What follows belongs to an exercise in optimizing a design on an open flow for small area, a short achievable clock period and few clock cycles per item; a production flow would make more cautious choices. Where RTL was checked, it was by simulation tests only, not by an equivalence proof against the original. The RTL of run 4 was laid out without a check of its function. Power is estimated from default activity; no workload was simulated.

==> flow/design.v <==
`timescale 1ns / 1ps
package epsm_pkg;
	localparam int MAX_PAT = 64;
	localparam int LEN_W   = $clog2(MAX_PAT) + 1;
	localparam int IDX_W   = 32;
	localparam int SYM_W   = 8;
	localparam logic [LEN_W-1:0] LEN_MAX = LEN_W'(MAX_PAT);
	localparam logic [1:0] FUNC_START  = 2'd0;
	localparam logic [1:0] FUNC_APPEND = 2'd1;
	localparam logic [1:0] FUNC_TEXT   = 2'd2;
	localparam logic [1:0] FUNC_NONE   = 2'd3;
endpackage
`timescale 1ns / 1ps
module exact_pattern_stream_matcher (
	input  logic                       clk,
	input  logic                       arst_n,
	input  logic                       in_valid,
	output logic                       in_stall,
	input  logic [1:0]                 func,
	input  logic [epsm_pkg::SYM_W-1:0] symbol,
	output logic                       out_valid,
	input  logic                       out_stall,
	output logic [epsm_pkg::IDX_W-1:0] match_start,
	output logic                       pattern_overflow
);
	localparam int N  = epsm_pkg::MAX_PAT;
	localparam int LW = epsm_pkg::LEN_W;
	localparam int PW = LW - 1;
	localparam int SW = epsm_pkg::SYM_W;
	localparam int IW = epsm_pkg::IDX_W;
	logic          in_stall_q;
	logic          ir_v;
	logic [1:0]    ir_f;
	logic [SW-1:0] ir_s;
	logic [SW-1:0] csym_q;     
	logic          gt_q;       
	logic          rc_q;       
	logic          gs_q;       
	logic          gw_q;       
	logic          gf_q;       
	logic          gv_q;       
	logic          xr_q;       
	logic          yr_q;       
	logic [SW-1:0] plast_q;    
	logic          len1_q;     
	logic          fill0_q;    
	logic          tok_q;      
	logic [PW-1:0] cyc_q;      
	logic [PW-1:0] zz_q;       
	logic [PW-1:0] sm_q;       
	logic [LW-1:0] len_q;
	logic [LW-1:0] fill_q;     
	logic [PW-1:0] tp_q;       
	logic          ovf_q;
	logic [IW-1:0] sc_q;       
	logic [SW-1:0] pat_q [N];
	logic [SW-1:0] txt_q [N];
	logic [N-1:0]  d_q;
	logic          v0, v1, block_q;
	logic [IW-1:0] st0, st1;
	logic          ov0, ov1;
	logic len0, len_full;
	assign len0     = (len_q == '0);
	assign len_full = (len_q == epsm_pkg::LEN_MAX);
	logic [N-1:0] oh_zz, oh_sm;
	always_comb begin
		for (int s = 0; s < N; s++) begin
			oh_zz[s] = (zz_q == PW'(s));
			oh_sm[s] = (sm_q == PW'(s));
		end
	end
	logic         consume;
	logic [N-1:0] eq, d_step;
	assign consume = gt_q || rc_q;
	always_comb begin
		for (int s = 0; s < N; s++) begin
			eq[s] = (pat_q[s] == csym_q);
		end
		for (int s = 0; s < N; s++) begin
			d_step[s] = (d_q[s] || oh_zz[s]) && eq[(s + N - 1) % N];
		end
	end
	logic hit;
	assign hit = gt_q && !len0 && (len1_q || |(d_q & oh_sm)) && (plast_q == csym_q);
	logic [PW-1:0] cyc_d, zz_d, sm_d, tp_d;
	logic [LW-1:0] len_d, fill_d;
	logic [IW-1:0] sc_inc, sc_dec;
	assign cyc_d = cyc_q + PW'(1);
	assign zz_d  = gf_q ? PW'(1) : zz_q + PW'(1);
	assign sm_d  = gf_q ? PW'(1) : (gw_q ? sm_q : sm_q + PW'(1));
	assign tp_d  = gt_q ? cyc_d : tp_q;
	assign len_d = gs_q ? LW'(1) : (gw_q ? len_q + LW'(1) : len_q);
	assign fill_d = gs_q ? '0 : ((gt_q && !fill_q[LW-1]) ? fill_q + LW'(1) : fill_q);
	logic [IW/4-1:0] g1, g0, gc1, gc0;
	logic [IW-1:0]   c1, c0;
	for (genvar j = 0; j < IW / 4; j++) begin : g_grp
		assign g1[j] = &sc_q[4*j +: 4];
		assign g0[j] = ~|sc_q[4*j +: 4];
		if (j == 0) begin : g_first
			assign gc1[j] = 1'b1;
			assign gc0[j] = 1'b1;
		end else begin : g_rest
			assign gc1[j] = &g1[j-1:0];
			assign gc0[j] = &g0[j-1:0];
		end
		assign c1[4*j]   = gc1[j];
		assign c0[4*j]   = gc0[j];
		assign c1[4*j+1] = gc1[j] & sc_q[4*j];
		assign c0[4*j+1] = gc0[j] & ~sc_q[4*j];
		assign c1[4*j+2] = gc1[j] & sc_q[4*j] & sc_q[4*j+1];
		assign c0[4*j+2] = gc0[j] & ~sc_q[4*j] & ~sc_q[4*j+1];
		assign c1[4*j+3] = gc1[j] & sc_q[4*j] & sc_q[4*j+1] & sc_q[4*j+2];
		assign c0[4*j+3] = gc0[j] & ~sc_q[4*j] & ~sc_q[4*j+1] & ~sc_q[4*j+2];
	end
	assign sc_inc = sc_q ^ c1;
	assign sc_dec = sc_q ^ c0;
	logic pop, v0_d, v1_d, block_d;
	assign pop     = v0 && !out_stall;
	assign v0_d    = v1 || hit || (v0 && !pop);
	assign v1_d    = v1 ? !pop : (v0 && !pop && hit);
	assign block_d = (v1 && !pop) || (v1 && gt_q) || (v0 && !pop && gt_q);
	logic          irv_d;
	logic [1:0]    irf_d;
	logic [SW-1:0] irs_d;
	assign irv_d = in_stall_q ? ir_v : in_valid;
	assign irf_d = in_stall_q ? ir_f : func;
	assign irs_d = in_stall_q ? ir_s : symbol;
	logic n_text, n_app, n_start;
	assign n_text  = irv_d && (irf_d == epsm_pkg::FUNC_TEXT);
	assign n_app   = irv_d && (irf_d == epsm_pkg::FUNC_APPEND);
	assign n_start = irv_d && (irf_d == epsm_pkg::FUNC_START);
	logic app_ok_d, len0_d, lenf_d, txt_ok_d, rc_d, gt_d, ga_d, wait_d;
	logic [PW-1:0] rlen;
	assign len0_d   = (len_d == '0);
	assign lenf_d   = (len_d == epsm_pkg::LEN_MAX);
	assign app_ok_d = len0_d || lenf_d || (sm_d == PW'(1));
	assign txt_ok_d = tok_q;
	assign rc_d     = n_text && !txt_ok_d && (xr_q || (rc_q && !yr_q));
	logic xr_d, yr_d;
	assign rlen = fill_q[LW-1] ? PW'(N - 1) : fill_q[PW-1:0];
	assign xr_d = !gt_q && !gs_q && (PW'(cyc_q + PW'(2)) == PW'(tp_q - rlen));
	assign yr_d = !gt_q && (PW'(cyc_q + PW'(2)) == tp_q);
	logic fill0_d, tok_d;
	assign fill0_d = gs_q || (fill0_q && !gt_q);
	assign tok_d   = n_start || (fill0_d && !gt_d) || gt_d || (rc_d && yr_d);
	assign gt_d     = n_text && txt_ok_d && !block_d;
	assign ga_d     = n_app && app_ok_d;
	assign wait_d   = (n_text && !gt_d) || (n_app && !app_ok_d);
	always_ff @(posedge clk or negedge arst_n) begin
		if (!arst_n) begin
			in_stall_q <= 1'b0;
			ir_v       <= 1'b0;
			gt_q       <= 1'b0;
			rc_q       <= 1'b0;
			gs_q       <= 1'b0;
			gw_q       <= 1'b0;
			gf_q       <= 1'b0;
			gv_q       <= 1'b0;
			xr_q       <= 1'b0;
			yr_q       <= 1'b0;
			len1_q     <= 1'b0;
			fill0_q    <= 1'b1;
			tok_q      <= 1'b1;
			cyc_q      <= '0;
			zz_q       <= '0;
			sm_q       <= '0;
			len_q      <= '0;
			fill_q     <= '0;
			tp_q       <= '0;
			ovf_q      <= 1'b0;
			sc_q       <= IW'(1);
			v0         <= 1'b0;
			v1         <= 1'b0;
			block_q    <= 1'b0;
		end else begin
			in_stall_q <= wait_d;
			ir_v       <= irv_d;
			gt_q       <= gt_d;
			rc_q       <= rc_d;
			gs_q       <= n_start;
			gw_q       <= n_start || (ga_d && !lenf_d);
			gf_q       <= n_start || (ga_d && len0_d);
			gv_q       <= ga_d && lenf_d;
			xr_q       <= xr_d;
			yr_q       <= yr_d;
			len1_q     <= (len_d == LW'(1));
			fill0_q    <= fill0_d;
			tok_q      <= tok_d;
			cyc_q      <= cyc_d;
			zz_q       <= zz_d;
			sm_q       <= sm_d;
			len_q      <= len_d;
			fill_q     <= fill_d;
			tp_q       <= tp_d;
			v0         <= v0_d;
			v1         <= v1_d;
			block_q    <= block_d;
			if (gs_q) begin
				ovf_q <= 1'b0;
				sc_q  <= '0;
			end else if (gv_q) begin
				ovf_q <= 1'b1;
			end else if (gw_q) begin
				sc_q <= sc_dec;
			end else if (gt_q) begin
				sc_q <= sc_inc;
			end
		end
	end
	always_ff @(posedge clk) begin
		ir_f   <= irf_d;
		ir_s   <= irs_d;
		csym_q <= rc_d ? txt_q[N-2] : irs_d;
		if (gw_q) begin
			plast_q <= ir_s;
		end
	end
	always_ff @(posedge clk) begin
		for (int s = 1; s < N; s++) begin
			pat_q[s] <= pat_q[s-1];
			txt_q[s] <= txt_q[s-1];
		end
		pat_q[0] <= gw_q ? ir_s : pat_q[N-1];
		txt_q[0] <= gt_q ? ir_s : txt_q[N-1];
	end
	always_ff @(posedge clk) begin
		d_q <= consume ? d_step : '0;
	end
	always_ff @(posedge clk) begin
		if (!v0 || pop) begin
			st0 <= v1 ? st1 : sc_q;
			ov0 <= v1 ? ov1 : ovf_q;
		end
		if (!v1) begin
			st1 <= sc_q;
			ov1 <= ovf_q;
		end
	end
	assign in_stall         = in_stall_q;
	assign out_valid        = v0;
	assign match_start      = st0;
	assign pattern_overflow = ov0;
endmodule
==> flow/run.sh <==
#!/bin/bash
# synth_recipe.tcl (not shown) runs the flow's synth.tcl, then flattens the netlist and writes it again
# the make line also repeats each setting of config.mk as NAME=value (left out here)
make -C /OpenROAD-flow-scripts/flow DESIGN_CONFIG=/design/flow/config.mk WORK_HOME=/design/flow/orfs CLKGATE_MAP_FILE= SYNTH_SCRIPT=/design/flow/synth_recipe.tcl finish
==> flow/config.mk <==
export PLATFORM = sky130hd
export DESIGN_NAME = exact_pattern_stream_matcher
export DESIGN_NICKNAME = exact_pattern_stream_matcher
export VERILOG_FILES = /design/flow/design.v
export SDC_FILE = /design/flow/constraint.sdc
export NUM_CORES = 4
export LEC_CHECK = 0
export CAP_MARGIN = 20
export CORE_MARGIN = 2
export CORE_UTILIZATION = 40
export CTS_CLUSTER_DIAMETER = 100
export CTS_CLUSTER_SIZE = 28
export SETUP_SLACK_MARGIN = 2.9
export SLEW_MARGIN = 20
==> flow/constraint.sdc <==
create_clock -name core_clock -period 5.0 [get_ports {clk}]
set_input_delay 1.0000 -clock core_clock [delete_from_list [all_inputs] [get_ports {clk}]]
set_output_delay 1.0000 -clock core_clock [all_outputs]
set_load 0.01 [all_outputs]
==> results of run 1 <==
[layout by cell type (no fill, tap or decap), types with 12 or more instances in the layout]
cell	netlist	layout
dfxtp_1	1139	1131
xor2_1	299	298
xnor2_1	296	296
a21oi_1	92	84
buf_4	0	81
nor2_1	84	79
nand4_1	75	75
mux2_2	69	69
dfrtp_1	83	66
or4_1	64	62
clkbuf_16	0	52
nor4_1	76	49
edfxtp_1	41	41
buf_2	20	34
nand2_1	32	28
nor4_2	0	22
buf_6	1	19
nand3_1	21	17
mux2i_1	16	15
o21ai_0	19	15
inv_1	19	14
dfrtp_2	0	13
nor2b_1	16	12
clkbuf_1	65	12
clkdlybuf4s50_1	0	12
[metal layers]
metal	routed length, um	global-route usage, %
met5	0	0
met3	1850	1.93
met2	36600	26.9
met1	35500	21.3
met4	1990	4.71
[layout make-up]
type | count | area [um^2]
Fill cell | 8094 | 49800
Sequential cell | 1266 | 26300
Multi-Input combinational cell | 1323 | 10900
Tap cell | 1186 | 1480
Timing Repair Buffer | 161 | 1400
Clock buffer | 64 | 1350
Clock inverter | 9 | 150
Inverter | 20 | 82.6
[state kept, by name, indices dropped and copies added (netlist names), 2 cells and up]
| signal | count |
|---|---|
| sm_q | 6 |
| len_q | 7 |
| plast_q | 8 |
| ir_s | 8 |
| sc_q | 32 |
| tp_q | 6 |
| st0 | 32 |
| d_q | 64 |
| zz_q | 6 |
| fill_q | 7 |
| st1 | 32 |
| cyc_q | 6 |
| pat_q | 512 |
| ir_f | 2 |
| txt_q | 512 |
| csym_q | 8 |
[cell usage after synthesis, types with 4 or more instances]
| cell | number | area, um^2 |
|---|---|---|
| dfxtp_1 | 1139 | 22800 |
| xor2_1 | 299 | 2620 |
| xnor2_1 | 296 | 2590 |
| a21oi_1 | 92 | 460 |
| nor2_1 | 84 | 315 |
| dfrtp_1 | 83 | 2080 |
| nor4_1 | 76 | 475 |
| nand4_1 | 75 | 469 |
| mux2_2 | 69 | 777 |
| clkbuf_1 | 65 | 244 |
| or4_1 | 64 | 480 |
| edfxtp_1 | 41 | 1230 |
| nand2_1 | 32 | 120 |
| buf_1 | 30 | 113 |
| nand3_1 | 21 | 105 |
| buf_2 | 20 | 100 |
| inv_1 | 19 | 71.3 |
| o21ai_0 | 19 | 95.1 |
| ha_1 | 18 | 225 |
| nor3_1 | 18 | 90.1 |
| mux2i_1 | 16 | 160 |
| nor2b_1 | 16 | 100 |
| and2_1 | 14 | 87.6 |
| a22oi_1 | 11 | 82.6 |
| nand2b_1 | 10 | 62.6 |
| or3_1 | 8 | 50.1 |
| nor3b_1 | 7 | 52.6 |
| a211oi_1 | 6 | 45.0 |
| and3_1 | 6 | 37.5 |
| a221oi_1 | 4 | 35.0 |
| a31oi_1 | 4 | 25.0 |
| nand3b_1 | 4 | 30.0 |
| o2bb2ai_1 | 4 | 35.0 |
[power breakdown]
| group | switching (mW) | internal [mW] |
|---|---|---|
| combinational | 2.62 | 2.22 |
| clock | 3.00 | 2.01 |
| sequential | 0.989 | 11.6 |
| total | 6.61 | 15.8 |
[stage by stage]
step                hold slack (ns)  instance area [um^2]  utilization [%]  std cells  power, mW
floorplan                     0.310                 36900                -       2724       15.4
global placement              0.310                 38600             42.2       3865       16.5
detailed placement            0.312                 38600             42.2       3865       16.6
CTS                           0.326                 41000             44.9       4001       22.2
global route                  0.327                 41600             45.5       4029       23.5
finish                        0.320                 41600             45.5       4029       22.4
[worst register-to-register path: stages (launching register included)]
cell and delay (ns):
dfrtp_2 0.45, or4_4 0.59, nor4b_4 0.24, buf_6 0.16, o221ai_4 0.18, or3_4 0.43, a21oi_2 0.12
[worst max path at each step]
stage                     slack [ns]   endpoint  cells after the start
after floorplan                 2.87  csym_q[0]                      6
after global placement          2.11  csym_q[5]                      6
after detailed placement        2.09  csym_q[6]                      6
after CTS                       2.71   in_stall                      1
after global routing            2.69   sc_q[11]                      8
final                           2.74   in_stall                      1
[kinds of logic (layout without fill, tap and decap cells)]
kind of cell	count (synthesis)	after routing
adders and majority gates	19	19
muxes	85	85
AOI/OAI and AO/OA	169	169
xor gates and xnor gates	595	595
and+or+nand+nor	454	455
buffers and inverters	136	254
DFF	1266	1266
[what timing repair did]
| item | in CTS | in global routing |
|---|---|---|
| buffers inserted | 63 | 27 |
| pin swaps | 38 | 25 |
| endpoints found under the setup margin | 144 | 110 |
| resized for setup | 271 | 87 |
| cloned | 0 | 1 |
==> results.py, run 1 <==
metrics = {
    "outcome": {
        "status": "complete, no violations",
    },
    "detailed_routing": {
        "num_vias": 19242,
        "totalWireLength_um": 75900,
        "avgRoutedWirePerCell_um": 18.8,
        "route.detailed.drc": 0,
        "first_pass_iters": 5,
        "avgViaCountPerCell": 4.78,
        "ant_nets": 0,
        "first_iter_violations": 1014,
    },
    "grt": {
        "track_usage_pct": 15.9,
        "grt_pass1_wl_um": 118000,
        "overflow": 0,
        "antenna_found_initial": 0,
        "grt_pass1_vias": 20504,
        "grt_max_degree": 62,
    },
    "cts": {
        "cts_buffers": 52,
        "clock_sinks": 1266,
        "cts-root-buf": "clkbuf_16",
        "cts_tree": "built",
        "clkTransAtPathRegs_ns": 0.11,
        "clk_path_buf_depth": 3,
        "insertion_delay_ns": 0.67,
        "htreeDepth": 2,
        "cts_hold_buffers": 0,
    },
    "power_and_ir_drop": {
        "p_per_area_nw_per_um2": 538,
        "irDropWorstVdd_mv": 0.411,
        "p_leak_nw": 16.0,
    },
    "floorplan": {
        "fp.coreArea_um2": 91400,
        "io_pins": 49,
        "die_y_um": 307,
        "dieArea_um2": 94500,
        "die_w_um": 307,
        "initial_utilization_pct": 40.3,
        "num_rows": 111,
    },
    "logic_synthesis": {
        "synth_async_sr_flop_share_pct": 6.79,
        "synth_area_um2": 36800,
        "ys_ff_latch": 1266,
        "synth-xor-area-share_pct": 14.1,
        "yosys.area_share.adder_pct": 0.666,
        "yosys_warnings": 3,
        "ys_types": 67,
        "synth_compound_area_share_pct": 2.83,
        "synthMuxAreaShare_pct": 2.54,
        "synth_edf_count": 41,
        "synth_area_per_cell_um2": 13.5,
        "synth-seq-area-share_pct": 71.1,
        "synth_top_family_by_area": "XOR/XNOR gates",
        "syn_inst": 2724,
        "syn_nets": 2757,
        "synthSimpleGateAreaFrac_pct": 7.22,
        "synthFlopType": "dfxtp_1",
    },
    "worst_hold_path": {
        "holdCritPathClass": "register to register",
        "min_to": "txt_q[35][4]",
        "min_from": "txt_q[34][4]",
        "hold_depth": 0,
    },
    "place": {
        "dpl.hpwl_um": 45800,
        "pre_cts_ws_ns": 2.09,
        "gp_congestion": 0.862,
        "port_buffers": 48,
    },
    "sta": {
        "min_period_over_period_pct": 45.3,
        "setup_viol": 0,
        "skew_ns": 0.0430,
        "hold_violations": 0,
        "period_needed_ns": 2.26,
        "fmax_mhz": 442,
        "slew_viol_final": 0,
        "rsz0062_at_grt": "true",
        "finalWorstSetupSlack_ns": 2.74,
        "relSlewSlack_pct": 45.0,
        "finalSetupTns_ns": 0,
        "worst-slew-pin-transition_ns": 0.825,
    },
    "finish": {
        "antenna_cells": 0,
        "drive_gt1_share_pct": 15.9,
        "finalNetCount": 2857,
        "area_delta_synth_final_pct": 13.0,
    },
    "critical_path": {
        "crit_slowest_cell": "dfrtp_4",
        "regToRegSetupSlack_ns": 2.77,
        "cp_slowest_stage_delay_ns": 0.50,
        "arrival_ns": 1.26,
        "critPathRequiredTime_ns": 4.00,
        "cp-start-kind": "register",
        "worstPathCellList": "buf_6",
        "crit_path_max_fanout": 2,
        "r2r_end": "sc_q[20]",
        "path_delay_family": "flip-flops",
        "worst-path-buf-inv": 1,
        "critPathLaunch": "in_stall_q",
        "rr_startpoint": "sc_q[2]",
        "rr_worst_depth": 6,
        "end_kind": "output port",
        "worstSetupPathType": "register to output port",
    },
    "run": {
        "cap_viol_max_count": 0,
    },
}
Testbench counts, summed over its fixed seeds: cycles 23,488, items 23,488.
==> run 2, diff against run 1 <==
--- a/flow/config.mk
+++ b/flow/config.mk
@@ -11,4 +11,4 @@
 export CTS_CLUSTER_DIAMETER = 100
 export CTS_CLUSTER_SIZE = 28
-export SETUP_SLACK_MARGIN = 2.9
+export SETUP_SLACK_MARGIN = 2.6
 export SLEW_MARGIN = 20
==> results.py, run 2 <==
metrics = {
    "finish": {
        "drive_gt1_share_pct": 8.10,
        "area_delta_synth_final_pct": 9.45,
        "finalNetCount": 2780,
        "antenna_cells": 0,
        "nFillCells": 8183,
        "final_cell_mix": "1131 x dfxtp_1, 299 x xor2_1, 296 x xnor2_1",
        "final_common_cell": "dfxtp_1",
        "reg_top3": "pat_q: 512 flops, txt_q: 512 flops, d_q: 64 flops",
    },
    "detailed_routing": {
        "avgViaCountPerCell": 4.73,
        "num_vias": 18670,
        "first_pass_iters": 5,
        "first_iter_violations": 1139,
        "totalWireLength_um": 73200,
        "ant_nets": 0,
        "avgRoutedWirePerCell_um": 18.5,
        "route.detailed.drc": 0,
    },
    "logic_synthesis": {
        "synth.area.top_cells": "dfxtp_1 62%, xor2_1 7.1%, xnor2_1 7.0%, dfrtp_1 5.6%, edfxtp_1 3.3%",
        "ys_types": 67,
        "syn_nets": 2757,
        "synth_top_area_cell": "dfxtp_1",
        "synthTopCellsByCount": "1139 x dfxtp_1, 299 x xor2_1, 296 x xnor2_1, 92 x a21oi_1, 84 x nor2_1",
        "syn_inst": 2724,
        "synthFlopType": "dfxtp_1",
        "synth_most_common_cell": "dfxtp_1",
        "synth-seq-area-share_pct": 71.1,
        "synth_edf_count": 41,
        "netlist.area_leader.share_pct": 61.9,
        "synth_area_per_cell_um2": 13.5,
        "synth_async_sr_flop_share_pct": 6.79,
        "ys_ff_latch": 1266,
        "synth_area_um2": 36800,
        "yosys_warnings": 3,
    },
    "cts": {
        "clock_sinks": 1266,
        "clk_path_buf_depth": 3,
        "insertion_delay_ns": 0.66,
        "htreeDepth": 2,
        "clkTransAtPathRegs_ns": 0.11,
        "cts_tree": "built",
        "cts-root-buf": "clkbuf_16",
        "cts_buffers": 51,
    },
    "sta": {
        "period_needed_ns": 2.32,
        "min_period_over_period_pct": 46.4,
        "setup_viol": 0,
        "worst-slew-pin-transition_ns": 0.806,
        "whs_ns": 0.326,
        "relSlewSlack_pct": 46.3,
        "slew_viol_final": 0,
        "fmax_mhz": 431,
        "rsz0062_at_grt": "true",
        "skew_ns": 0.0335,
        "hold_violations": 0,
        "finalSetupTns_ns": 0,
    },
    "critical_path": {
        "worstPathCellList": "dlygate4sd2_1",
        "end_kind": "output port",
        "path_delay_family": "flip-flops",
        "critPathRequiredTime_ns": 4.00,
        "cp-start-kind": "register",
        "crit_path_max_fanout": 1,
        "worstSetupPathType": "register to output port",
        "arrival_ns": 1.32,
        "crit_slowest_cell": "edfxtp_1",
        "cp_slowest_stage_delay_ns": 0.39,
        "worst-path-buf-inv": 1,
    },
    "power_and_ir_drop": {
        "swShare_pct": 29.0,
        "switchingPower_mw": 6.24,
        "internal_power_mw": 15.3,
        "p_per_area_nw_per_um2": 535,
        "p_leak_nw": 15.5,
        "irDropWorstVdd_mv": 0.315,
        "pwr-share-comb_pct": 18.3,
        "p_clk_share_pct": 22.8,
        "power_frac_seq_pct": 59.0,
    },
    "grt": {
        "grt_pass1_wl_um": 113000,
        "antenna_found_initial": 1,
        "track_usage_pct": 15.3,
        "overflow": 0,
        "grt_max_degree": 62,
        "grt_pass1_vias": 19406,
    },
    "worst_hold_path": {
        "holdCritPathClass": "register to register",
    },
    "floorplan": {
        "io_pins": 49,
        "fp.coreArea_um2": 91400,
        "dieArea_um2": 94500,
        "initial_utilization_pct": 40.3,
        "die_w_um": 307,
        "num_rows": 111,
        "die_y_um": 307,
    },
    "place": {
        "gp_congestion": 0.848,
        "dpl.hpwl_um": 44900,
        "port_buffers": 48,
    },
    "outcome": {
        "status": "complete, no violations",
    },
    "run": {
        "cap_viol_max_count": 0,
    },
}
==> run 2: changes by cell type in the layout (fill, tap and decap cells not counted), moves of 18 or more <==
cell and change:
dlygate4sd2_1 +33, nor4_1 +24, buf_2 -34, buf_4 -55, buf_6 -18, nor4_2 -19
==> run 2: cell type report <==
class | count | area, um^2 | share of cell area [%]
flip-flops and latches | 1266 | 26200 | 65.1
multi-input cells | 1322 | 10200 | 25.3
well taps | 1186 | 1480 | 3.68
clock buffers | 66 | 1350 | 3.36
repair buffers | 86 | 871 | 2.16
clock inverters | 5 | 101 | 0.251
inverters | 20 | 76.3 | 0.189
==> run 2: power by group through the flow <==
stage	sequential (mW)	clock [mW]	combinational, mW
after floorplan	12.3	0	3.07
after global placement	13.1	0	3.37
after detailed placement	13.1	0	3.45
after CTS	12.8	5.06	3.79
after global routing	12.9	5.43	4.30
final	12.7	4.91	3.94
==> run 2: timing repair <==
action / CTS / global route
buffers inserted: 11 / 5
resized for setup: 55 / 19
pin swaps: 1 / 3
hold buffers: 0 / 0
cloned: 0 / 0
setup endpoints to repair: 93 / 40
==> run 2: cell families (layout without fill, tap and decap cells) <==
family	after synthesis	after routing	share of synthesized area, %
AND/OR/NAND/NOR	454	454	7.22
XOR/XNOR	595	595	14.1
buffers and inverters	136	177	1.47
multiplexers	85	85	2.54
adder cells (fa/ha/maj)	19	19	0.666
flip-flops	1266	1266	71.1
AO/OA/AOI/OAI	169	169	2.83
==> run 2: metal layers <==
layer	GRT usage [%]	wire length, um
met1	20.8	34400
met2	25.2	33800
met3	1.96	2610
met4	5.15	2360
met5	0	0
==> run 2: path summary, 6_finish.rpt <==
kind | start | end | slack (ns) | cells after the start
max | st0[9] | match_start[9] | 2.68 | 1
min | txt_q[2][0] | txt_q[3][0] | 0.33 | 0
max reg2reg | zz_q[2] | d_q[35] | 2.69 | 5
min reg2reg | txt_q[2][0] | txt_q[3][0] | 0.33 | 0
max in group asynchronous | arst_n | sc_q[0] | 3.65 | 2
min in group asynchronous | arst_n | sc_q[6] | 0.44 | 1
==> run 2: stage by stage <==
step           total power, mW  utilization, %  area [um^2]  instances  setup slack (ns)
4_1_cts                   21.6            44.0        40200       3946              2.50
3_5_place_dp              16.6            42.2        38500       3864              1.98
5_1_grt                   22.6            44.1        40300       3951              2.56
2_1_floorplan             15.4               -        36800       2724              2.73
3_3_place_gp              16.5            42.2        38500       3864              2.01
6_report                  21.6            44.1        40300       3951              2.68
==> run 3, diff against run 2 <==
--- a/flow/config.mk
+++ b/flow/config.mk
@@ -11,4 +11,4 @@
 export CTS_CLUSTER_DIAMETER = 100
 export CTS_CLUSTER_SIZE = 28
-export SETUP_SLACK_MARGIN = 2.6
+export SETUP_SLACK_MARGIN = 2.75
 export SLEW_MARGIN = 20
==> results.py, run 3 <==
metrics = {
    "outcome": {
        "status": "complete, no violations",
    },
    "detailed_routing": {
        "ant_nets": 0,
        "first_iter_violations": 1135,
        "route.detailed.drc": 0,
        "avgViaCountPerCell": 4.77,
        "totalWireLength_um": 73300,
        "first_pass_iters": 7,
        "num_vias": 18963,
        "avgRoutedWirePerCell_um": 18.4,
    },
    "logic_synthesis": {
        "synth.area.top_cells": "dfxtp_1 62%, xor2_1 7.1%, xnor2_1 7.0%, dfrtp_1 5.6%, edfxtp_1 3.3%",
        "synthTopCellsByCount": "1139 x dfxtp_1, 299 x xor2_1, 296 x xnor2_1, 92 x a21oi_1, 84 x nor2_1",
        "netlist.area_leader.share_pct": 61.9,
        "syn_nets": 2757,
        "syn_inst": 2724,
        "ys_types": 67,
        "yosys.area_share.adder_pct": 0.666,
        "synth-seq-area-share_pct": 71.1,
        "synthFlopType": "dfxtp_1",
        "ys_ff_latch": 1266,
        "synth_most_common_cell": "dfxtp_1",
        "yosys_warnings": 3,
        "synthMuxAreaShare_pct": 2.54,
        "synth_edf_count": 41,
        "synth_compound_area_share_pct": 2.83,
        "synth-xor-area-share_pct": 14.1,
        "synth_async_sr_flop_share_pct": 6.79,
        "synth_area_um2": 36800,
        "synth_area_per_cell_um2": 13.5,
        "synthSimpleGateAreaFrac_pct": 7.22,
        "synth_top_family_by_area": "XOR/XNOR gates",
        "synth_top_area_cell": "dfxtp_1",
    },
    "critical_path": {
        "end_kind": "output port",
        "arrival_ns": 1.29,
        "path_delay_family": "flip-flops",
        "worst-path-buf-inv": 1,
        "crit_slowest_cell": "dfrtp_4",
        "worstPathCellList": "buf_6",
        "critPathRequiredTime_ns": 4.00,
        "cp_slowest_stage_delay_ns": 0.50,
        "worstSetupPathType": "register to output port",
        "crit_path_max_fanout": 2,
        "cp-start-kind": "register",
    },
    "sta": {
        "relSlewSlack_pct": 41.3,
        "skew_ns": 0.0502,
        "rsz0062_at_grt": "true",
        "slew_viol_final": 0,
        "setup_viol": 0,
        "worst-slew-pin-transition_ns": 0.880,
        "fmax_mhz": 436,
        "hold_violations": 0,
        "finalSetupTns_ns": 0,
        "min_period_over_period_pct": 45.9,
        "period_needed_ns": 2.29,
        "whs_ns": 0.296,
        "finalWorstSetupSlack_ns": 2.71,
    },
    "floorplan": {
        "fp.coreArea_um2": 91400,
        "die_y_um": 307,
        "die_w_um": 307,
        "num_rows": 111,
        "io_pins": 49,
        "initial_utilization_pct": 40.3,
        "dieArea_um2": 94500,
    },
    "cts": {
        "insertion_delay_ns": 0.67,
        "clkTransAtPathRegs_ns": 0.11,
        "cts-root-buf": "clkbuf_16",
        "clock_sinks": 1266,
        "cts_tree": "built",
        "clk_path_buf_depth": 3,
        "cts_buffers": 51,
        "htreeDepth": 2,
    },
    "grt": {
        "grt_max_degree": 62,
        "grt_pass1_wl_um": 115000,
        "overflow": 0,
        "grt_pass1_vias": 19659,
        "track_usage_pct": 15.4,
        "antenna_found_initial": 1,
    },
    "power_and_ir_drop": {
        "p_per_area_nw_per_um2": 535,
        "p_leak_nw": 15.6,
        "irDropWorstVdd_mv": 0.366,
    },
    "finish": {
        "reg_top3": "pat_q: 512 flops, txt_q: 512 flops, d_q: 64 flops",
        "final_common_cell": "dfxtp_1",
        "final_cell_mix": "1131 x dfxtp_1, 299 x xor2_1, 296 x xnor2_1",
        "nFillCells": 8205,
        "fin_util_pct": 44.5,
        "antenna_cells": 0,
        "drive_gt1_share_pct": 11.8,
        "finalNetCount": 2804,
        "area_delta_synth_final_pct": 10.5,
    },
    "place": {
        "pre_cts_ws_ns": 1.83,
        "gp_congestion": 0.845,
        "port_buffers": 48,
        "dpl.hpwl_um": 44900,
    },
    "run": {
        "cap_viol_max_count": 0,
    },
    "worst_hold_path": {
        "holdCritPathClass": "register to register",
    },
}
run 3: logic make-up after synthesis:
group	count (synthesis)
AND/OR/NAND/NOR	454
multiplexers	85
flip-flops	1266
buffers and inverters	136
adder cells (fa/ha/maj)	19
XOR/XNOR	595
AO/OA/AOI/OAI	169
run 3: power by group:
| group | switching [mW] | internal [mW] |
|---|---|---|
| Combinational | 2.28 | 1.95 |
| Clock | 2.95 | 1.93 |
| Sequential | 1.11 | 11.5 |
run 3: repair_timing:
action | in CTS | in global routing
pin swaps | 3 | 13
setup buffers | 14 | 25
gates resized for setup | 188 | 67
endpoints found under the setup margin | 148 | 78
hold buffers | 0 | 0
gates cloned | 0 | 1
run 3: worst paths after layout:
path,slack (ns),startpoint,to,cells past startpoint
setup / recovery,2.71,in_stall_q,in_stall,1
hold / removal,0.30,txt_q[19][6],txt_q[20][6],0
setup reg to reg,2.77,sm_q[1],v1,10
hold reg to reg,0.30,txt_q[19][6],txt_q[20][6],0
max in group asynchronous,3.69,arst_n,fill0_q,2
min in group asynchronous,0.43,arst_n,in_stall_q,1
run 3: final cells by class:
type                    instances  area (um^2)  area share (%)
well taps                    1186         1480            3.65
inverters                      20         76.3           0.188
repair buffers                109          937            2.30
clock inverters                 5          118           0.289
flip-flops and latches       1266        26200            64.5
multi-input cells            1323        10500            25.8
clock buffers                  66         1330            3.28
run 3: metrics by stage:
step / instances / power (mW) / cell area, um^2
CTS: 3949 / 21.7 / 40200
global placement: 3864 / 16.5 / 38500
global route: 3975 / 22.8 / 40700
floorplan: 2724 / 15.4 / 36800
detailed placement: 3864 / 16.6 / 38500
finish: 3975 / 21.8 / 40700
run 3: layer usage:
layer,routed length (um),GRT usage (%),vias to the layer above
met2,33200,24.9,325
li1,-,-,9131
met1,34900,21.2,9372
met5,0,0,-
met3,2790,2.35,135
met4,2390,5.22,0
==> run 4, diff against run 3 <==
--- a/flow/design.v
+++ b/flow/design.v
@@ -149,5 +149,4 @@
 	always_ff @(posedge clk or negedge arst_n) begin
 		if (!arst_n) begin
-			in_stall_q <= 1'b0;
 			ir_v       <= 1'b0;
 			gt_q       <= 1'b0;
@@ -174,5 +173,4 @@
 			block_q    <= 1'b0;
 		end else begin
-			in_stall_q <= wait_d;
 			ir_v       <= irv_d;
 			gt_q       <= gt_d;
@@ -209,4 +207,5 @@
 	end
 	always_ff @(posedge clk) begin
+		in_stall_q <= wait_d;
 		ir_f   <= irf_d;
 		ir_s   <= irs_d;
==> results.py, run 4 <==
metrics = {
    "finish": {
        "final_common_cell": "dfxtp_1",
        "area_delta_synth_final_pct": 11.6,
        "reg_top3": "pat_q: 512 flops, txt_q: 512 flops, d_q: 64 flops",
        "final_cell_mix": "1131 x dfxtp_1, 301 x xnor2_1, 291 x xor2_1",
        "finalNetCount": 2816,
        "drive_gt1_share_pct": 12.5,
        "antenna_cells": 0,
    },
    "logic_synthesis": {
        "synth_async_sr_flop_share_pct": 6.71,
        "synth_top_family_by_area": "XOR/XNOR gates",
        "syn_nets": 2746,
        "synth_area_um2": 36800,
        "yosys.area_share.adder_pct": 0.667,
        "yosys_warnings": 3,
        "ys_ff_latch": 1266,
        "synthTopCellsByCount": "1140 x dfxtp_1, 302 x xnor2_1, 291 x xor2_1, 87 x a21oi_1, 85 x nor2_1",
        "synth_top_area_cell": "dfxtp_1",
        "synthFlopType": "dfxtp_1",
        "synth_edf_count": 41,
        "synthMuxAreaShare_pct": 2.53,
        "synth_area_per_cell_um2": 13.5,
        "syn_inst": 2713,
        "synth-seq-area-share_pct": 71.2,
        "netlist.area_leader.share_pct": 62.1,
        "synth-xor-area-share_pct": 14.1,
        "ys_types": 71,
        "synth_most_common_cell": "dfxtp_1",
        "synthSimpleGateAreaFrac_pct": 7.20,
        "synth_compound_area_share_pct": 2.81,
        "synth.area.top_cells": "dfxtp_1 62%, xnor2_1 7.2%, xor2_1 6.9%, dfrtp_1 5.6%, edfxtp_1 3.3%",
    },
    "worst_hold_path": {
        "holdCritPathClass": "register to register",
    },
    "sta": {
        "whs_ns": 0.316,
        "hold_violations": 0,
        "rsz0062_at_grt": "true",
        "slew_viol_final": 0,
        "worst-slew-pin-transition_ns": 0.670,
        "min_period_over_period_pct": 46.2,
        "fmax_mhz": 433,
        "period_needed_ns": 2.31,
        "setup_viol": 0,
        "relSlewSlack_pct": 55.3,
        "skew_ns": 0.0279,
        "finalWorstSetupSlack_ns": 2.69,
        "finalSetupTns_ns": 0,
    },
    "cts": {
        "cts_buffers": 52,
        "insertion_delay_ns": 0.66,
        "cts-root-buf": "clkbuf_16",
        "cts_hold_buffers": 0,
        "cts_tree": "built",
        "htreeDepth": 2,
        "clock_sinks": 1266,
        "clkTransAtPathRegs_ns": 0.11,
        "clk_path_buf_depth": 3,
    },
    "critical_path": {
        "critPathRequiredTime_ns": 5.52,
        "end_kind": "register",
        "arrival_ns": 2.83,
        "crit_path_max_fanout": 8,
        "cp-start-kind": "register",
        "worstSetupPathType": "register to register",
    },
    "floorplan": {
        "die_w_um": 307,
        "io_pins": 49,
        "num_rows": 111,
        "dieArea_um2": 94300,
        "die_y_um": 307,
        "initial_utilization_pct": 40.2,
        "fp.coreArea_um2": 91400,
    },
    "detailed_routing": {
        "num_vias": 19008,
        "avgViaCountPerCell": 4.77,
        "route.detailed.drc": 0,
        "totalWireLength_um": 75300,
        "ant_nets": 0,
        "first_pass_iters": 6,
        "avgRoutedWirePerCell_um": 18.9,
        "first_iter_violations": 1174,
    },
    "grt": {
        "overflow": 0,
        "grt_max_degree": 53,
        "grt_pass1_wl_um": 116000,
        "antenna_found_initial": 0,
        "track_usage_pct": 15.7,
        "grt_pass1_vias": 19641,
    },
    "power_and_ir_drop": {
        "power_mw": 22.4,
        "p_leak_nw": 15.9,
        "irDropWorstVdd_mv": 0.318,
        "p_per_area_nw_per_um2": 545,
    },
    "place": {
        "port_buffers": 48,
        "gp_congestion": 0.837,
        "dpl.hpwl_um": 44500,
        "pre_cts_ws_ns": 1.78,
    },
    "outcome": {
        "status": "complete, no violations",
    },
    "run": {
        "cap_viol_max_count": 0,
    },
}
==> run 4: changes by cell type in the layout (fill, tap and decap cells not counted), moves of 5 or more <==
cell	change
and3_1	+5
nor4_2	-8
xnor2_1	+5
nor3_1	-10
buf_4	+14
nor4_4	+6
xor2_1	-8
nand3_1	-8
==> run 4: routing by layer <==
layer | vias to the layer above | track usage [%] | wire length [um]
met1 | 9372 | 21.4 | 34700
met4 | 0 | 5.50 | 2570
li1 | 9144 | - | -
met2 | 363 | 25.3 | 34600
met3 | 129 | 2.36 | 3400
met5 | - | 0 | 0
==> run 4: critical path, cell delays in order (launching register included) <==
cell and delay, ns:
dfrtp_1 0.41, buf_6 0.13, buf_6 0.12, ha_4 0.19, buf_4 0.15, a22oi_1 0.19
nor2_1 0.08, o31ai_2 0.34, a211oi_2 0.13, a311oi_2 0.20, buf_4 0.18, o31ai_1 0.07
==> run 4: worst paths after layout <==
kind / start / to / slack [ns] / depth (start not counted)
max in group asynchronous: arst_n / sc_q[0] / 3.98 / 2
worst max-delay path: sm_q[0] / v1 / 2.69 / 11
min in group asynchronous: arst_n / sc_q[9] / 0.34 / 1
worst min-delay path: txt_q[37][7] / txt_q[38][7] / 0.32 / 0
worst min register to register: txt_q[37][7] / txt_q[38][7] / 0.32 / 0
worst max register to register: sm_q[0] / v1 / 2.69 / 11
==> run 4: final cells by class <==
| type | count | area [um^2] |
|---|---|---|
| clock buffer | 65 | 1360 |
| sequential | 1266 | 26200 |
| timing repair buffer | 129 | 1200 |
| fill | 8084 | 50400 |
| tap | 1186 | 1480 |
| inverter | 20 | 77.6 |
| clock inverter | 8 | 168 |
| multi-input combinational | 1314 | 10500 |
==> run 4: where the power goes <==
group | leakage, nW | switching (mW) | internal, mW
logic | 4.31 | 2.42 | 2.17
clock network | 0.731 | 3.01 | 2.03
registers | 10.8 | 1.16 | 11.6
==> run 4: metrics by stage <==
step                area (um^2)  utilization [%]  instances
global route              41000             44.9       3988
floorplan                 36800                -       2713
finish                    41000             44.9       3988
detailed placement        38500             42.2       3855
global placement          38500             42.1       3854
CTS                       40500             44.3       3961
==> run 4: what timing repair did <==
item / 4_1_cts / 5_1_grt
pin swaps: 10 / 27
resized for setup: 194 / 56
cloned: 2 / 1
endpoints found under the setup margin: 122 / 67
setup buffers: 31 / 26
==> run 4: cell families (layout without fill, tap and decap cells) <==
logic type,count (synthesis),count (layout)
DFF,1266,1266
xor gates and xnor gates,593,593
and+or+nand+nor,449,449
AOI/OAI and AO/OA,168,169
buffers and inverters,134,222
muxes,84,84
adders and majority gates,19,19
==> run 5, diff against run 4 <==
--- a/flow/design.v
+++ b/flow/design.v
@@ -149,4 +149,5 @@
 	always_ff @(posedge clk or negedge arst_n) begin
 		if (!arst_n) begin
+			in_stall_q <= 1'b0;
 			ir_v       <= 1'b0;
 			gt_q       <= 1'b0;
@@ -173,4 +174,5 @@
 			block_q    <= 1'b0;
 		end else begin
+			in_stall_q <= wait_d;
 			ir_v       <= irv_d;
 			gt_q       <= gt_d;
@@ -207,5 +209,4 @@
 	end
 	always_ff @(posedge clk) begin
-		in_stall_q <= wait_d;
 		ir_f   <= irf_d;
 		ir_s   <= irs_d;
--- a/flow/config.mk
+++ b/flow/config.mk
@@ -8,7 +8,8 @@
 export CAP_MARGIN = 20
 export CORE_MARGIN = 2
-export CORE_UTILIZATION = 40
-export CTS_CLUSTER_DIAMETER = 100
+export CORE_UTILIZATION = 70
+export CTS_CLUSTER_DIAMETER = 70
 export CTS_CLUSTER_SIZE = 28
-export SETUP_SLACK_MARGIN = 2.75
+export PLACE_DENSITY = 0.8
+export SETUP_SLACK_MARGIN = 2.85
 export SLEW_MARGIN = 20
==> results.py, run 5 <==
metrics = {
    "place": {
        "port_buffers": 48,
        "placed_area_um2": 37900,
        "dpl.hpwl_um": 46000,
        "gp_congestion": 0.924,
    },
    "power_and_ir_drop": {
        "p_clk_share_pct": 22.8,
        "p_per_area_nw_per_um2": 554,
        "irDropWorstVdd_mv": 0.364,
        "power_frac_seq_pct": 56.8,
        "pwr-share-comb_pct": 20.3,
        "p_leak_nw": 15.8,
        "swShare_pct": 30.1,
        "internal_power_mw": 15.7,
        "power_mw": 22.4,
        "switchingPower_mw": 6.76,
    },
    "detailed_routing": {
        "num_vias": 19695,
        "avgViaCountPerCell": 5.64,
        "ant_nets": 0,
        "totalWireLength_um": 80800,
        "first_pass_iters": 6,
        "avgRoutedWirePerCell_um": 23.1,
        "first_iter_violations": 1410,
        "route.detailed.drc": 0,
    },
    "logic_synthesis": {
        "synth_edf_count": 41,
        "synth_top_family_by_area": "XOR/XNOR gates",
        "yosys.area_share.adder_pct": 0.666,
        "synth-seq-area-share_pct": 71.1,
        "synth_top_area_cell": "dfxtp_1",
        "netlist.area_leader.share_pct": 61.9,
        "synth_area_per_cell_um2": 13.5,
        "ys_ff_latch": 1266,
        "ys_types": 67,
        "synthFlopType": "dfxtp_1",
        "synth_async_sr_flop_share_pct": 6.79,
        "synth_area_um2": 36800,
        "synth-xor-area-share_pct": 14.1,
        "synthSimpleGateAreaFrac_pct": 7.22,
        "synth_compound_area_share_pct": 2.83,
        "synthMuxAreaShare_pct": 2.54,
        "syn_inst": 2724,
        "syn_nets": 2757,
        "yosys_warnings": 3,
        "synthTopCellsByCount": "1139 x dfxtp_1, 299 x xor2_1, 296 x xnor2_1, 92 x a21oi_1, 84 x nor2_1",
        "synth.area.top_cells": "dfxtp_1 62%, xor2_1 7.1%, xnor2_1 7.0%, dfrtp_1 5.6%, edfxtp_1 3.3%",
        "synth_most_common_cell": "dfxtp_1",
    },
    "critical_path": {
        "end_kind": "output port",
        "worstSetupPathType": "register to output port",
        "cp_slowest_stage_delay_ns": 0.43,
        "arrival_ns": 1.24,
        "cp-start-kind": "register",
        "crit_slowest_cell": "edfxtp_1",
        "worst-path-buf-inv": 1,
        "path_delay_family": "flip-flops",
        "crit_path_max_fanout": 1,
        "worstPathCellList": "buf_2",
        "critPathRequiredTime_ns": 4.00,
    },
    "cts": {
        "cts_buffers": 53,
        "clkTransAtPathRegs_ns": 0.13,
        "cts_tree": "built",
        "clk_path_buf_depth": 3,
        "htreeDepth": 2,
        "cts-root-buf": "clkbuf_16",
        "clock_sinks": 1266,
        "insertion_delay_ns": 0.68,
    },
    "grt": {
        "grtUsageMet1_pct": 39.0,
        "antenna_found_initial": 0,
        "grt_max_degree": 52,
        "track_usage_pct": 29.4,
        "grt-busiest-layer": "met2",
        "globalRouteMet2Util_pct": 49.9,
        "grt_pass1_vias": 20108,
        "grt_pass1_wl_um": 121000,
        "overflow": 0,
        "use_met3_pct": 4.05,
    },
    "finish": {
        "final_cell_mix": "1131 x dfxtp_1, 299 x xor2_1, 295 x xnor2_1",
        "antenna_cells": 0,
        "drive_gt1_share_pct": 13.0,
        "fin_util_pct": 77.5,
        "reg_top3": "pat_q: 512 flops, txt_q: 512 flops, d_q: 64 flops",
        "regArea_um2": 26200,
        "final_common_cell": "dfxtp_1",
        "nFillCells": 2961,
        "finalNetCount": 2820,
        "area_delta_synth_final_pct": 9.94,
        "multiInputGateArea_um2": 10600,
        "fin_area_um2": 40500,
    },
    "sta": {
        "setup_viol": 0,
        "min_period_over_period_pct": 44.8,
        "rsz0062_at_grt": "true",
        "slew_viol_final": 0,
        "whs_ns": 0.317,
        "finalSetupTns_ns": 0,
        "fmax_mhz": 447,
        "skew_ns": 0.0538,
        "worst-slew-pin-transition_ns": 0.835,
        "hold_violations": 0,
        "period_needed_ns": 2.24,
        "relSlewSlack_pct": 44.2,
    },
    "floorplan": {
        "die_y_um": 233,
        "die_w_um": 233,
        "initial_utilization_pct": 70.5,
        "fp.coreArea_um2": 52200,
        "dieArea_um2": 54500,
        "num_rows": 84,
        "io_pins": 49,
    },
    "run": {
        "cap_viol_max_count": 0,
    },
    "outcome": {
        "status": "complete, no violations",
    },
    "worst_hold_path": {
        "holdCritPathClass": "register to register",
    },
}
## run 5: changes by cell type in the layout (fill, tap and decap cells not counted), moves of 4 or more
cell	before	now
xor2_1	291	299
xnor2_1	301	295
buf_4	56	47
nor3b_1	2	6
nor3_1	6	14
and3_1	7	2
and2_4	3	7
nand3_1	13	20
dfrtp_1	71	67
## run 5: power groups by stage
stage | logic [mW] | registers, mW | clock network [mW]
2_1_floorplan | 3.07 | 12.3 | 0
3_3_place_gp | 3.32 | 13.1 | 0
3_5_place_dp | 3.46 | 13.2 | 0
4_1_cts | 4.18 | 12.8 | 5.15
5_1_grt | 4.88 | 12.9 | 5.51
6_report | 4.56 | 12.7 | 5.12
## run 5: logic make-up after synthesis
| group | count (synthesis) |
|---|---|
| DFF | 1266 |
| and+or+nand+nor | 454 |
| xor gates and xnor gates | 595 |
| muxes | 85 |
| buffers and inverters | 136 |
| AOI/OAI and AO/OA | 169 |
| adders and majority gates | 19 |
## run 5: layout make-up
class                           count  share of cell area [%]
Clock buffer                       63                    3.42
Clock inverter                     11                   0.392
Inverter                           20                   0.195
Multi-Input combinational cell   1323                    26.2
Sequential cell                  1266                    64.8
Tap cell                          688                    2.13
Timing Repair Buffer              123                    2.88
## run 5: what timing repair did
item	4_1_cts	5_1_grt
resized for setup	216	63
cloned	1	0
endpoints found under the hold margin	0	0
endpoints found under the setup margin	141	94
hold buffers	0	0
pin swaps	11	24
setup buffers	30	26
## run 5: through the flow
| stage | cells | setup WS, ns |
|---|---|---|
| 3_3_place_gp | 3363 | 2.10 |
| 4_1_cts | 3468 | 2.73 |
| 2_1_floorplan | 2724 | 2.85 |
| 6_report | 3494 | 2.76 |
| 5_1_grt | 3494 | 2.70 |
| 3_5_place_dp | 3363 | 2.01 |
## run 5: layer usage
layer | vias up | share of wire (%)
li1 | 9173 | -
met1 | 9782 | 43
met2 | 569 | 49
met3 | 171 | 4.5
met4 | 0 | 3.6
met5 | - | 0
## run 5: path summary, 6_finish.rpt
| kind | end | from | cells past startpoint | slack [ns] |
|---|---|---|---|---|
| setup / recovery | match_start[28] | st0[28] | 1 | 2.76 |
| hold / removal | txt_q[33][6] | txt_q[32][6] | 0 | 0.32 |
| setup reg to reg | sc_q[20] | sc_q[1] | 6 | 2.77 |
| hold reg to reg | txt_q[33][6] | txt_q[32][6] | 0 | 0.32 |
| max in group asynchronous | gt_q | arst_n | 2 | 3.55 |
| min in group asynchronous | sc_q[8] | arst_n | 1 | 0.39 |
Testbench counts of run 5, summed over its fixed seeds: cycles 23,488, items 23,488.
==> run 6, diff against run 5 <==
--- a/flow/config.mk
+++ b/flow/config.mk
@@ -8,8 +8,8 @@
 export CAP_MARGIN = 20
 export CORE_MARGIN = 2
-export CORE_UTILIZATION = 70
-export CTS_CLUSTER_DIAMETER = 70
+export CORE_UTILIZATION = 50
+export CTS_CLUSTER_DIAMETER = 80
 export CTS_CLUSTER_SIZE = 28
-export PLACE_DENSITY = 0.8
-export SETUP_SLACK_MARGIN = 2.85
+export PLACE_DENSITY = 0.65
+export SETUP_SLACK_MARGIN = 2.75
 export SLEW_MARGIN = 20
==> results.py, run 6 <==
metrics = {
    "logic_synthesis": {
        "yosys.area_share.adder_pct": 0.666,
        "synthSimpleGateAreaFrac_pct": 7.22,
        "yosys_warnings": 3,
        "synth_top_family_by_area": "XOR/XNOR gates",
        "synthMuxAreaShare_pct": 2.54,
        "synth-xor-area-share_pct": 14.1,
        "synthFlopType": "dfxtp_1",
        "synth_edf_count": 41,
        "ys_types": 67,
        "synth.area.top_cells": "dfxtp_1 62%, xor2_1 7.1%, xnor2_1 7.0%, dfrtp_1 5.6%, edfxtp_1 3.3%",
        "synth_most_common_cell": "dfxtp_1",
        "synth-seq-area-share_pct": 71.1,
        "synthTopCellsByCount": "1139 x dfxtp_1, 299 x xor2_1, 296 x xnor2_1, 92 x a21oi_1, 84 x nor2_1",
        "netlist.area_leader.share_pct": 61.9,
        "synth_top_area_cell": "dfxtp_1",
        "synth_area_per_cell_um2": 13.5,
        "syn_inst": 2724,
        "syn_nets": 2757,
        "synth_async_sr_flop_share_pct": 6.79,
        "synth_area_um2": 36800,
        "ys_ff_latch": 1266,
        "synth_compound_area_share_pct": 2.83,
    },
    "detailed_routing": {
        "num_vias": 19164,
        "avgRoutedWirePerCell_um": 19.7,
        "route.detailed.drc": 0,
        "totalWireLength_um": 74100,
        "ant_nets": 0,
        "wl_met1_um": 34200,
        "routed.top_layer": "met4",
        "avgViaCountPerCell": 5.09,
        "wl_met3_um": 2950,
        "first_pass_iters": 5,
        "routed-wl-met2_um": 34800,
        "first_iter_violations": 1176,
    },
    "grt": {
        "grt_pass1_wl_um": 115000,
        "grt_max_degree": 63,
        "overflow": 0,
        "antenna_found_initial": 0,
        "grt_pass1_vias": 19839,
        "track_usage_pct": 19.4,
    },
    "place": {
        "placedCellCount": 3635,
        "port_buffers": 48,
        "dpl.hpwl_um": 44200,
        "placed_area_um2": 38200,
        "gp_congestion": 0.897,
    },
    "finish": {
        "fin_cells": 3763,
        "fin_util_pct": 55.6,
        "finalNetCount": 2814,
        "final_cell_mix": "1131 x dfxtp_1, 299 x xor2_1, 295 x xnor2_1",
        "reg_top3": "pat_q: 512 flops, txt_q: 512 flops, d_q: 64 flops",
        "area_delta_synth_final_pct": 10.2,
        "fin_area_um2": 40600,
        "drive_gt1_share_pct": 11.9,
        "final_common_cell": "dfxtp_1",
        "antenna_cells": 0,
    },
    "cts": {
        "cts-root-buf": "clkbuf_16",
        "cts_tree": "built",
        "cts_hold_buffers": 0,
        "insertion_delay_ns": 0.66,
        "clock_sinks": 1266,
        "clkTransAtPathRegs_ns": 0.10,
        "clk_path_buf_depth": 3,
        "htreeDepth": 2,
        "cts_buffers": 53,
    },
    "critical_path": {
        "crit_slowest_cell": "dfrtp_4",
        "cp-start-kind": "register",
        "worstPathCellList": "buf_6",
        "path_delay_family": "flip-flops",
        "cp_slowest_stage_delay_ns": 0.50,
        "worst-path-buf-inv": 1,
        "worstSetupPathType": "register to output port",
        "critPathRequiredTime_ns": 4.00,
        "crit_path_max_fanout": 2,
        "arrival_ns": 1.27,
        "end_kind": "output port",
    },
    "floorplan": {
        "initial_utilization_pct": 50.5,
        "io_pins": 49,
        "die_y_um": 275,
        "fp.coreArea_um2": 73000,
        "dieArea_um2": 75800,
        "num_rows": 99,
        "die_w_um": 275,
    },
    "sta": {
        "setup_viol": 0,
        "fmax_mhz": 440,
        "relSlewSlack_pct": 44.7,
        "min_period_over_period_pct": 45.4,
        "worst-slew-pin-transition_ns": 0.829,
        "skew_ns": 0.0271,
        "finalSetupTns_ns": 0,
        "hold_violations": 0,
        "slew_viol_final": 0,
        "rsz0062_at_grt": "true",
        "period_needed_ns": 2.27,
    },
    "run": {
        "cap_viol_max_count": 0,
    },
    "outcome": {
        "status": "complete, no violations",
    },
    "power_and_ir_drop": {
        "p_per_area_nw_per_um2": 543,
        "irDropWorstVdd_mv": 0.398,
        "p_leak_nw": 15.7,
    },
    "worst_hold_path": {
        "holdCritPathClass": "register to register",
    },
}
[run 6: cell types whose count changed in the layout (fill, tap and decap cells not counted), moves of 3 or more]
cell	before	now
dfrtp_1	67	70
buf_6	12	8
and2_1	1	5
inv_8	3	0
and2_4	7	1
o21ai_0	16	19
clkbuf_1	9	12
o21ai_1	3	0
dfrtp_2	12	9
[run 6: final cells by class]
type	count	area (um^2)
tap	959	1200
sequential	1266	26200
timing repair buffer	117	1070
clock buffer	65	1370
multi-input combinational	1323	10400
inverter	20	80.1
clock inverter	13	190
fill	5844	32400
[run 6: cells by family (layout without fill, tap and decap cells)]
logic type / after synthesis / in the layout
xor+xnor: 595 / 595
flops: 1266 / 1266
compound gates: 169 / 170
mux: 85 / 85
simple gates: 454 / 454
buf+inv: 136 / 215
fa+ha+maj: 19 / 19
[run 6: timing repair]
item	CTS	global route
pin swaps	3	10
cloned	0	1
setup buffers	24	25
endpoints found under the setup margin	147	60
gates resized for setup	186	50
endpoints found under the hold margin	0	0
[run 6: path summary, 6_finish.rpt]
| check | startpoint | end | slack, ns | depth (start not counted) |
|---|---|---|---|---|
| min | txt_q[20][1] | txt_q[21][1] | 0.32 | 0 |
| max | in_stall_q | in_stall | 2.73 | 1 |
| max reg2reg | zz_q[3] | d_q[8] | 2.79 | 5 |
| min in group asynchronous | arst_n | rc_q | 0.44 | 1 |
| max in group asynchronous | arst_n | sc_q[13] | 3.66 | 2 |
| min reg2reg | txt_q[20][1] | txt_q[21][1] | 0.32 | 0 |
[run 6: routing by layer]
layer | GRT usage [%] | vias up
met5 | 0 | -
met4 | 6.30 | 0
met3 | 2.54 | 136
met2 | 31.8 | 355
met1 | 26.7 | 9513
li1 | - | 9160
[run 6: through the flow]
stage / setup WS, ns / hold slack [ns] / total power [mW]
2_1_floorplan: 2.77 / 0.310 / 15.4
3_3_place_gp: 2.04 / 0.312 / 16.5
3_5_place_dp: 2.01 / 0.312 / 16.6
4_1_cts: 2.68 / 0.323 / 21.9
5_1_grt: 2.67 / 0.320 / 23.1
6_report: 2.73 / 0.319 / 22.1
[run 6: report_power, final]
group	switching (mW)	leakage, nW	internal, mW
logic	2.36	4.11	1.98
clock network	3.03	0.753	2.06
registers	1.08	10.8	11.5
==> run 7, diff against run 6 <==
--- a/flow/config.mk
+++ b/flow/config.mk
@@ -8,8 +8,8 @@
 export CAP_MARGIN = 20
 export CORE_MARGIN = 2
-export CORE_UTILIZATION = 50
+export CORE_UTILIZATION = 60
 export CTS_CLUSTER_DIAMETER = 80
 export CTS_CLUSTER_SIZE = 28
-export PLACE_DENSITY = 0.65
-export SETUP_SLACK_MARGIN = 2.75
+export PLACE_DENSITY = 0.72
+export SETUP_SLACK_MARGIN = 2.9
 export SLEW_MARGIN = 20
==> results.py, run 7 <==
metrics = {
    "sta": {
        "worst-slew-pin-transition_ns": 0.857,
        "skew_ns": 0.0386,
        "min_period_over_period_pct": 45.6,
        "finalSetupTns_ns": 0,
        "period_needed_ns": 2.28,
        "slew_viol_final": 0,
        "finalWorstSetupSlack_ns": 2.72,
        "fmax_mhz": 439,
        "setup_viol": 0,
        "hold_violations": 0,
        "relSlewSlack_pct": 42.8,
        "rsz0062_at_grt": "true",
    },
    "grt": {
        "overflow": 0,
        "grt-busiest-layer": "met2",
        "grtUsageMet1_pct": 32.9,
        "globalRouteMet2Util_pct": 39.7,
        "antenna_found_initial": 3,
        "use_met3_pct": 3.99,
        "grt_pass1_vias": 19990,
        "track_usage_pct": 24.2,
        "grt_pass1_wl_um": 118000,
        "grt_max_degree": 62,
    },
    "detailed_routing": {
        "first_pass_iters": 6,
        "avgRoutedWirePerCell_um": 21.5,
        "route.detailed.drc": 0,
        "first_iter_violations": 1276,
        "ant_nets": 0,
        "avgViaCountPerCell": 5.40,
        "totalWireLength_um": 77700,
        "num_vias": 19553,
    },
    "critical_path": {
        "crit_path_max_fanout": 2,
        "rr_worst_depth": 6,
        "worst-path-buf-inv": 1,
        "arrival_ns": 1.28,
        "worstSetupPathType": "register to output port",
        "rr_startpoint": "sc_q[1]",
        "worstPathCellList": "buf_6",
        "end_kind": "output port",
        "r2r_end": "sc_q[24]",
        "critPathLaunch": "in_stall_q",
        "critPathRequiredTime_ns": 4.00,
        "crit_slowest_cell": "dfrtp_4",
        "path_depth": 1,
        "path_delay_family": "flip-flops",
        "cp_slowest_stage_delay_ns": 0.50,
        "regToRegSetupSlack_ns": 2.74,
        "cp-start-kind": "register",
    },
    "logic_synthesis": {
        "synth_top_area_cell": "dfxtp_1",
        "synth_edf_count": 41,
        "syn_nets": 2757,
        "synthTopCellsByCount": "1139 x dfxtp_1, 299 x xor2_1, 296 x xnor2_1, 92 x a21oi_1, 84 x nor2_1",
        "synth.area.top_cells": "dfxtp_1 62%, xor2_1 7.1%, xnor2_1 7.0%, dfrtp_1 5.6%, edfxtp_1 3.3%",
        "synth_area_um2": 36800,
        "synth_area_per_cell_um2": 13.5,
        "syn_inst": 2724,
        "netlist.area_leader.share_pct": 61.9,
        "ys_ff_latch": 1266,
        "synthFlopType": "dfxtp_1",
        "ys_types": 67,
        "synth-seq-area-share_pct": 71.1,
        "synth_async_sr_flop_share_pct": 6.79,
        "yosys_warnings": 3,
        "synth_most_common_cell": "dfxtp_1",
    },
    "finish": {
        "reg_top3": "pat_q: 512 flops, txt_q: 512 flops, d_q: 64 flops",
        "final_common_cell": "dfxtp_1",
        "finalNetCount": 2852,
        "area_delta_synth_final_pct": 11.4,
        "drive_gt1_share_pct": 14.8,
        "nFillCells": 4132,
        "antenna_cells": 0,
        "final_cell_mix": "1131 x dfxtp_1, 299 x xor2_1, 295 x xnor2_1",
    },
    "place": {
        "port_buffers": 48,
        "gp_congestion": 0.892,
        "dpl.hpwl_um": 43700,
        "pre_cts_ws_ns": 1.97,
    },
    "floorplan": {
        "fp.coreArea_um2": 60500,
        "dieArea_um2": 63400,
        "die_w_um": 252,
        "initial_utilization_pct": 60.9,
        "die_y_um": 252,
        "num_rows": 90,
        "io_pins": 49,
    },
    "cts": {
        "insertion_delay_ns": 0.67,
        "clkTransAtPathRegs_ns": 0.10,
        "cts_tree": "built",
        "cts-root-buf": "clkbuf_16",
        "cts_hold_buffers": 0,
        "htreeDepth": 2,
        "cts_buffers": 52,
        "clock_sinks": 1266,
        "clk_path_buf_depth": 3,
    },
    "worst_hold_path": {
        "holdCritPathClass": "register to register",
        "min_to": "txt_q[58][7]",
        "min_from": "txt_q[57][7]",
        "hold_depth": 0,
    },
    "power_and_ir_drop": {
        "irDropWorstVdd_mv": 0.389,
        "p_per_area_nw_per_um2": 548,
        "p_leak_nw": 16.0,
    },
    "run": {
        "cap_viol_max_count": 0,
    },
    "outcome": {
        "status": "complete, no violations",
    },
}
run 7: cell counts after synthesis:
Identical to the previous run, type by type.
run 7: through the flow:
step	instances	cell area, um^2	hold slack, ns	utilization [%]	power, mW
6_report	3622	41000	0.321	67.8	22.5
5_1_grt	3622	41000	0.322	67.8	23.4
4_1_cts	3568	40200	0.317	66.5	22.1
3_5_place_dp	3454	38000	0.312	62.9	16.6
3_3_place_gp	3454	38000	0.312	62.9	16.5
2_1_floorplan	2724	36900	0.310	-	15.4
run 7: final cells by class:
class	instances	area (um^2)	share of cell area, %
clock buffers	66	1350	3.30
clock inverters	9	136	0.333
inverters	20	82.6	0.201
multi-input cells	1323	10800	26.2
flip-flops and latches	1266	26300	64.0
well taps	782	978	2.39
repair buffers	156	1450	3.54
run 7: worst max path at each step:
stage                      endpoint  slack, ns
after detailed placement         v1       1.97
after CTS                  in_stall       2.69
final                      in_stall       2.72
after floorplan           csym_q[0]       2.87
after global placement           v1       1.96
after global routing       sc_q[26]       2.67
run 7: per-layer routing:
| metal | wire [um] | up-vias |
|---|---|---|
| li1 | - | 9233 |
| met1 | 34700 | 9692 |
| met2 | 36700 | 471 |
| met3 | 3610 | 155 |
| met4 | 2760 | 2 |
| met5 | 13 | - |
run 7: timing repair:
item                                    CTS  global route
buffers inserted                         38            54
endpoints found under the setup margin  153           121
cloned                                    1             0
pin swaps                                18            33
gates resized for setup                 237            91
run 7: where the power goes:
part | switching (mW) | total, mW | leakage (nW) | internal [mW]
combinational | 2.58 | 4.79 | 4.41 | 2.21
sequential | 1.10 | 12.7 | 10.8 | 11.6
clock | 3.05 | 5.02 | 0.721 | 1.97
total | 6.72 | 22.5 | 15.9 | 15.7
run 7: cell families (layout without fill, tap and decap cells):
kind of cell | Yosys count | in the layout | synth area share (%)
compound gates | 169 | 169 | 2.83
xor+xnor | 595 | 595 | 14.1
fa+ha+maj | 19 | 19 | 0.666
buf+inv | 136 | 251 | 1.47
flops | 1266 | 1266 | 71.1
mux | 85 | 85 | 2.54
simple gates | 454 | 455 | 7.22

[port drivers added, routing unchanged]
Ports are ideal in the flow. The routed layouts listed here were re-timed in OpenROAD.
Step 1 assumes that a clkbuf_16 drives the clock port and a buf_2 every other input.
Step 2, shift: input delay + t, output delay - t, t = (earliest + latest rising clock arrival at the registers) / 2. This alone moves slack from input paths to output paths.
a / b / c = ideal / step 1 / step 2; a / b = the first two.
| run | t, ns | slack for setup (ns) | worst setup path at the end |
|---|---|---|---|
| run 1 | 0.709 | 2.737 / 2.672 / 2.258 | input to register |
| run 2 | 0.700 | 2.678 / 2.617 / 2.053 | input to register |
| run 3 | 0.711 | 2.705 / 2.643 / 2.296 | input to register |
| run 4 | 0.708 | 2.690 / 2.663 / 2.180 | input to register |
| run 5 | 0.716 | 2.761 / 2.697 / 2.273 | input to register |
| run 6 | 0.718 | 2.729 / 2.663 / 2.233 | input to register |
| run 7 | 0.711 | 2.722 / 2.663 / 2.282 | input to register |
After both steps every run listed still meets setup and hold. For run 2, which loses most, drivers alone change the setup slack by -0.061 ns; drivers and shift together by -0.625 ns.
